What follows belongs to an exercise in optimizing a design on an open flow for a short achievable clock period and few clock cycles per item; a production flow would make more cautious choices. Only simulation tests tie the RTL to the original design; equivalence was not proved. Power is estimated from default activity; no workload was simulated.

==> inputs of v35 <==
Design deadline_ordered_alarm_queue, start of the top module:
module deadline_ordered_alarm_queue #(
   parameter int NUM_ALARMS = doaq_pkg::NUM_ALARMS_DEFAULT,
   parameter int TIME_BITS = doaq_pkg::TIME_BITS_DEFAULT
) (
   input  logic                          clock,
   input  logic                          reset,
   input  logic                          start,
   output logic                          busy,
   input  logic [doaq_pkg::OP_W-1:0]     req_op,
   input  logic [doaq_pkg::SLOT_W-1:0]   req_alarm_slot,
   input  logic [doaq_pkg::DELAY_W-1:0]  req_delay_ms,
   input  logic                          csr_wr_en,
   input  logic [doaq_pkg::THRESH_W-1:0] csr_wr_data,
   output logic                          rsp_valid,
   output logic                          rsp_kind,
   output logic [doaq_pkg::SLOT_W-1:0]   rsp_slot_out,
   output logic [doaq_pkg::MODE_W-1:0]   rsp_wake_mode,
   output logic [doaq_pkg::DELAY_W-1:0]  rsp_next_delay_ms,
   output logic                          rsp_last
);
==> flow/config.mk <==
export PLATFORM = sky130hd
export DESIGN_NAME = deadline_ordered_alarm_queue
export DESIGN_NICKNAME = deadline_ordered_alarm_queue
export VERILOG_FILES = /design/flow/design.v
export SDC_FILE = /design/flow/constraint.sdc
export NUM_CORES = 4
export LEC_CHECK = 0
export CAP_MARGIN = 35
export CORE_MARGIN = 2
export CORE_UTILIZATION = 40
export SETUP_SLACK_MARGIN = 5
export SLEW_MARGIN = 30
export SYNTH_HIERARCHICAL = 1
export SYNTH_MINIMUM_KEEP_SIZE = 0
export TNS_END_PERCENT = 10
==> flow/constraint.sdc <==
create_clock -name core_clock -period 8.0 [get_ports {clock}]
set_input_delay 1.6000 -clock core_clock [delete_from_list [all_inputs] [get_ports {clock}]]
set_output_delay 1.6000 -clock core_clock [all_outputs]
set_load 0.01 [all_outputs]
run.sh (not shown) runs the stock make flow with config.mk's settings and CLKGATE_MAP_FILE= SYNTH_SCRIPT=/design/flow/synth_recipe.tcl, a recipe that flattens the netlist after the stock synthesis.
==> v18 (differences from v35) <==
--- a/flow/design.v
+++ b/flow/design.v
@@ -40,21 +40,16 @@
          l4[k] = l3[2*k+1] | (e3[2*k+1] & l3[2*k]);
          e4[k] = e3[2*k+1] & e3[2*k];
       end
       less32 = l4[1] | (e4[1] & l4[0]);
    endfunction
    function automatic logic below(input logic [31:0] x, input logic [THRESH_W-1:0] t);
       below = (x[31:THRESH_W] == '0) && less32({12'd0, x[THRESH_W-1:0]}, {12'd0, t});
    endfunction
-   function automatic logic below_dec(input logic [31:0] x, input logic [THRESH_W-1:0] t);
-      below_dec = (x[31:THRESH_W] == '0)
-                  && !less32({12'd0, t}, {12'd0, x[THRESH_W-1:0]})
-                  && ((x[THRESH_W-1:0] != '0) || (t != '0));
-   endfunction
    function automatic logic [31:0] dec_sat32(input logic [31:0] x);
       logic [31:0] p;    
       logic [31:0] q;
       p = {x[30:0], 1'b0};
       for (int s = 1; s < 32; s = s * 2) begin
          q = p;
          for (int k = 0; k < 32; k++) begin
             if (k >= s) begin
@@ -122,38 +117,16 @@
    always_ff @(posedge clock) begin
       slot_ff <= shift ? m1_slot : m0_slot;
       rem_ff <= shift ? rem1 : rem0;
    end
    assign valid = valid_ff;
    assign slot = slot_ff;
    assign rem = rem_ff;
 endmodule
-module doaq_pick #(
-   parameter int N = doaq_pkg::NUM_ALARMS_DEFAULT
-) (
-   input  logic                        pop,
-   input  logic                        remove,
-   input  logic [doaq_pkg::SLOT_W-1:0] slot,
-   input  logic [N*N-1:0]              gone_at,
-   output logic [N-1:0]                shift
-);
-   logic [N-1:0] slot_dec;
-   always_comb begin
-      for (int v = 0; v < N; v++) begin
-         slot_dec[v] = remove && (slot == doaq_pkg::SLOT_W'(v));
-      end
-      for (int i = 0; i < N; i++) begin
-         shift[i] = pop;
-         for (int v = 0; v < N; v++) begin
-            shift[i] = shift[i] || (slot_dec[v] && gone_at[v*N+i]);
-         end
-      end
-   end
-endmodule
 module deadline_ordered_alarm_queue #(
    parameter int NUM_ALARMS = doaq_pkg::NUM_ALARMS_DEFAULT,
    parameter int TIME_BITS = doaq_pkg::TIME_BITS_DEFAULT
 ) (
    input  logic                          clock,
    input  logic                          reset,
    input  logic                          start,
    output logic                          busy,
@@ -190,35 +163,21 @@
    logic [SW-1:0]        ent_slot [N+1];
    logic [DW-1:0]        ent_rem [N+1];
    logic [DW-1:0]        ent_rem_dec [N+1];
    assign ent_valid[N] = 1'b0;
    assign ent_slot[N] = '0;
    assign ent_rem[N] = '0;
    assign ent_rem_dec[N] = '0;
    assign pend_rem_dec = doaq_pkg::dec_sat32(pend_rem_ff);
-   logic [N:0]   stays;
-   logic [N:0]   stays_ff;
-   logic [N-1:0] shift_ff;
-   logic [N-1:0] ahead_ff;        
-   logic         ahead_pend_ff;   
-   logic [N+1:0] mg_ahead;
+   logic [N:0] stays;
    always_comb begin
-      for (int j = 0; j <= N; j++) begin
-         if (stays_ff[j]) begin
-            mg_ahead[j] = (j < N) ? ahead_ff[(j < N) ? j : 0] : 1'b0;
-         end else if ((j == 0) || stays_ff[(j > 0) ? j - 1 : 0]) begin
-            mg_ahead[j] = ahead_pend_ff;
-         end else begin
-            mg_ahead[j] = ahead_ff[(j > 0) ? j - 1 : 0];
-         end
-      end
-      mg_ahead[N+1] = 1'b0;
       for (int i = 0; i < N; i++) begin
-         stays[i] = !pend_valid_ff || (shift_ff[i] ? mg_ahead[i+1] : mg_ahead[i]);
+         stays[i] = !pend_valid_ff
+                     || (ent_valid[i] && doaq_pkg::less32(ent_rem[i], pend_rem_ff));
       end
       stays[N] = !pend_valid_ff;
    end
    logic [N+1:0]  mg_valid;
    logic [SW-1:0] mg_slot [N+2];
    logic [DW-1:0] mg_rem [N+2];
    logic [DW-1:0] mg_rem_dec [N+2];
    always_comb begin
@@ -274,41 +233,33 @@
    assign do_pop = (do_tick && due0) || (busy_ff && zero0);
    logic          satmode;
    logic [DW-1:0] satv;
    logic [DW-1:0] new_rem;
    assign satmode = (time_ff[TIME_BITS-1:DW] == '1);
    assign satv = ~time_ff[DW-1:0];
    assign new_rem = (satmode && doaq_pkg::less32(satv, req_delay_ms)) ? satv : req_delay_ms;
    logic [N-1:0] seen [N];
-   logic [N*N-1:0] gone_at;
+   logic [N-1:0] gone_at [N];
    always_comb begin
       for (int v = 0; v < N; v++) begin
          for (int i = 0; i < N; i++) begin
             seen[v][i] = (ent_valid[i] && (ent_slot[i] == SW'(v)))
                          || ((i > 0) && seen[v][(i > 0) ? i - 1 : 0]);
             if (stays[i]) begin
-               gone_at[v*N+i] = seen[v][i];
+               gone_at[v][i] = seen[v][i];
             end else begin
-               gone_at[v*N+i] = (pend_valid_ff && (pend_slot_ff == SW'(v)))
+               gone_at[v][i] = (pend_valid_ff && (pend_slot_ff == SW'(v)))
                                || ((i > 0) && seen[v][(i > 0) ? i - 1 : 0]);
             end
          end
       end
    end
    logic [N-1:0] shift;
-   doaq_pick #(
-      .N(N)
-   ) u_pick (
-      .pop    (do_pop),
-      .remove (do_remove),
-      .slot   (req_alarm_slot),
-      .gone_at(gone_at),
-      .shift  (shift)
-   );
+   assign shift = do_pop ? '1 : do_remove ? gone_at[req_alarm_slot] : '0;
    for (genvar i = 0; i < N; i++) begin : g_cell
       doaq_cell u_cell (
          .clock     (clock),
          .reset     (reset),
          .tick      (do_tick),
          .shift     (shift[i]),
          .m0_valid  (mg_valid[i]),
          .m0_slot   (mg_slot[i]),
@@ -328,52 +279,41 @@
    logic          hd_valid;
    logic [SW-1:0] hd_slot;
    logic [DW-1:0] hd_rem;
    logic          hd_low;
    logic          low_h0, low_h1;
    logic          new_head;
    logic          c_e0, c_e1, c_pend, c_h0, c_h1;
    logic          new_low;
-   assign m_h0 = stays[0] ? (ent_valid[0] && (ent_slot[0] == req_alarm_slot))
-                          : (pend_valid_ff && (pend_slot_ff == req_alarm_slot));
+   assign m_h0 = h0_valid && (h0_slot == req_alarm_slot);
    assign hd_valid = m_h0 ? h1_valid : h0_valid;
    assign hd_slot = m_h0 ? h1_slot : h0_slot;
    assign hd_rem = m_h0 ? h1_rem : h0_rem;
    function automatic logic low_in(input logic [DW-1:0] x, input logic wr,
                                    input logic [TW-1:0] wdata, input logic [TW-1:0] thr);
       low_in = wr ? doaq_pkg::below(x, wdata) : doaq_pkg::below(x, thr);
    endfunction
    logic low_e0, low_e1, low_p, lowd_e0, lowd_p, low_h0dec;
    assign low_e0 = low_in(ent_rem[0], csr_wr_en, csr_wr_data, thresh_ff);
    assign low_e1 = low_in(ent_rem[1], csr_wr_en, csr_wr_data, thresh_ff);
    assign low_p = low_in(pend_rem_ff, csr_wr_en, csr_wr_data, thresh_ff);
-   assign lowd_e0 = csr_wr_en ? doaq_pkg::below_dec(ent_rem[0], csr_wr_data)
-                              : doaq_pkg::below_dec(ent_rem[0], thresh_ff);
-   assign lowd_p = csr_wr_en ? doaq_pkg::below_dec(pend_rem_ff, csr_wr_data)
-                             : doaq_pkg::below_dec(pend_rem_ff, thresh_ff);
+   assign lowd_e0 = low_in(ent_rem_dec[0], csr_wr_en, csr_wr_data, thresh_ff);
+   assign lowd_p = low_in(pend_rem_dec, csr_wr_en, csr_wr_data, thresh_ff);
    assign low_h0 = stays[0] ? low_e0 : low_p;
    assign low_h1 = stays[1] ? low_e1 : (stays[0] ? low_p : low_e0);
    assign low_h0dec = stays[0] ? lowd_e0 : lowd_p;
    assign hd_low = m_h0 ? low_h1 : low_h0;
    function automatic logic ahead(input logic [DW-1:0] x, input logic [DW-1:0] d,
                                   input logic sm, input logic [DW-1:0] sv);
       ahead = !doaq_pkg::less32(x, d) || (sm && !doaq_pkg::less32(x, sv));
    endfunction
    assign c_e0 = ahead(ent_rem[0], req_delay_ms, satmode, satv);
    assign c_e1 = ahead(ent_rem[1], req_delay_ms, satmode, satv);
    assign c_pend = ahead(pend_rem_ff, req_delay_ms, satmode, satv);
-   logic [N-1:0] ahead_in;
-   logic         ahead_pend_in;
-   always_comb begin
-      for (int k = 0; k < N; k++) begin
-         ahead_in[k] = ent_valid[k] && !ahead(ent_rem[k], req_delay_ms, satmode, satv);
-      end
-   end
-   assign ahead_pend_in = pend_valid_ff && !c_pend;
    assign c_h0 = stays[0] ? c_e0 : c_pend;
    assign c_h1 = stays[1] ? c_e1 : (stays[0] ? c_pend : c_e0);
    assign new_head = m_h0 ? (!h1_valid || c_h1) : (!h0_valid || c_h0);
    assign new_low = low_in(req_delay_ms, csr_wr_en, csr_wr_data, thresh_ff)
                     || (satmode && low_in(satv, csr_wr_en, csr_wr_data, thresh_ff));
    logic          busy_in;
    logic          rsp_valid_in, rsp_kind_in, rsp_last_in;
    logic [SW-1:0] rsp_slot_in;
@@ -463,20 +403,16 @@
          rsp_valid_ff <= rsp_valid_in;
       end
    end
    always_ff @(posedge clock) begin
       if (do_set) begin
          pend_slot_ff <= req_alarm_slot;
          pend_rem_ff <= new_rem;
       end
-      ahead_ff <= ahead_in;
-      ahead_pend_ff <= ahead_pend_in;
-      stays_ff <= stays;
-      shift_ff <= shift;
       rsp_kind_ff <= rsp_kind_in;
       rsp_slot_ff <= rsp_slot_in;
       rsp_mode_ff <= rsp_mode_in;
       rsp_delay_ff <= rsp_delay_in;
       rsp_last_ff <= rsp_last_in;
    end
    assign rsp_valid = rsp_valid_ff;
    assign rsp_kind = rsp_kind_ff;
--- a/flow/config.mk
+++ b/flow/config.mk
@@ -5,11 +5,9 @@
 export SDC_FILE = /design/flow/constraint.sdc
 export NUM_CORES = 4
 export LEC_CHECK = 0
 export CAP_MARGIN = 35
 export CORE_MARGIN = 2
 export CORE_UTILIZATION = 40
 export SETUP_SLACK_MARGIN = 5
 export SLEW_MARGIN = 30
-export SYNTH_HIERARCHICAL = 1
-export SYNTH_MINIMUM_KEEP_SIZE = 0
 export TNS_END_PERCENT = 10
==> summary of the runs <==
Between v18 and v35, the lower sequential power is in v18 (gap about 20%, measured against v35). Between v35 and v18, the lower die area is in v18 (gap about 18%, measured against v18). In v35 the flip-flop and latch count is higher than in v18, by 50. Of v35 and v18, v35 has the higher clock-buffer cell count (gap 17). Against v18, the sequential share of layout area of v35 is lower by 0.81 points. Critical path depth: v35 is lower than v18 (5). Between v35 and v18, the lower power is in v18 (gap about 25%, measured against v18). Against v35, the final area of v18 is smaller by about 10%. Setup slack: v18 is lower than v35 (0.55 ns).
==> figures <==
                                                                                   v35                           v18
Critical path's largest stage delay                                            0.50 ns                       0.68 ns
Power attributed to combinational cells                                       0.0187 W                      0.0142 W
Adder and majority cell fraction of the synthesized area                         0.156                         0.134
LEAKAGE                                                                        51.0 nW                       46.1 nW
Total number of nets in the final design                                         16.4k                         14.5k
Fillers                                                                          27.6k                         23.5k
Reg2Reg Capture Point                                     g_cell[12].u_cell.rem_ff[21]  g_cell[12].u_cell.rem_ff[31]
CTS sink cnt                                                                       789                           739
Worst setup endpoint                                                  rsp_delay_ff[25]  g_cell[12].u_cell.rem_ff[31]
Sw Ratio                                                                         0.496                         0.502
Fraction of the mapped netlist area in compound gates                            0.215                         0.289
Global routing usage on met3                                                    0.0622                         0.161
Worst reg2reg path depth                                                            18                            17
Number of distinct library cells after synthesis                                    94                           121
Sum of net half-perimeters after detailed placement                             387 mm                        402 mm
Fraction of the cycle the final worst path needs                                 0.561                         0.630
Count of synthesis-stage warnings from yosys                                        23                            18
Run status                                                    timing/DRC/antenna clean      timing/DRC/antenna clean
Num rows                                                                           192                           177
Testbench counts of v35, summed over its fixed seeds: cycles 15,319, requests 12,016.
Testbench counts of v18, summed over its fixed seeds: cycles 15,319, requests 12,016.

afterwards: timing with drivers on the ports:
No port has a modelled driver above. Below, the same layouts with a new extraction and two added sets of constraints. Step 1 sets driving cells, clkbuf_16 on the clock port and buf_2 on the other inputs (assumed; they add their load-dependent delay and slew). Step 2 also shifts input and output timing later by t, the mid clock arrival at the registers, as if the neighbouring blocks saw the same clock. Slacks: no drivers / after step 1 / after step 2; pairs: no drivers / after step 1.
run | shift t [ns] | setup slack, ns | worst setup path after step 2 | pins driven straight from the clock port
v35 | 0.899 | 3.516 / 3.534 / 2.636 | input to register | 1
v18 | 0.905 | 2.963 / 2.963 / 2.350 | input to register | 1
After both steps setup and hold are still met in every run listed. The setup slack of v35, which loses most, moves by +0.018 ns with the drivers and by -0.880 ns with both steps.
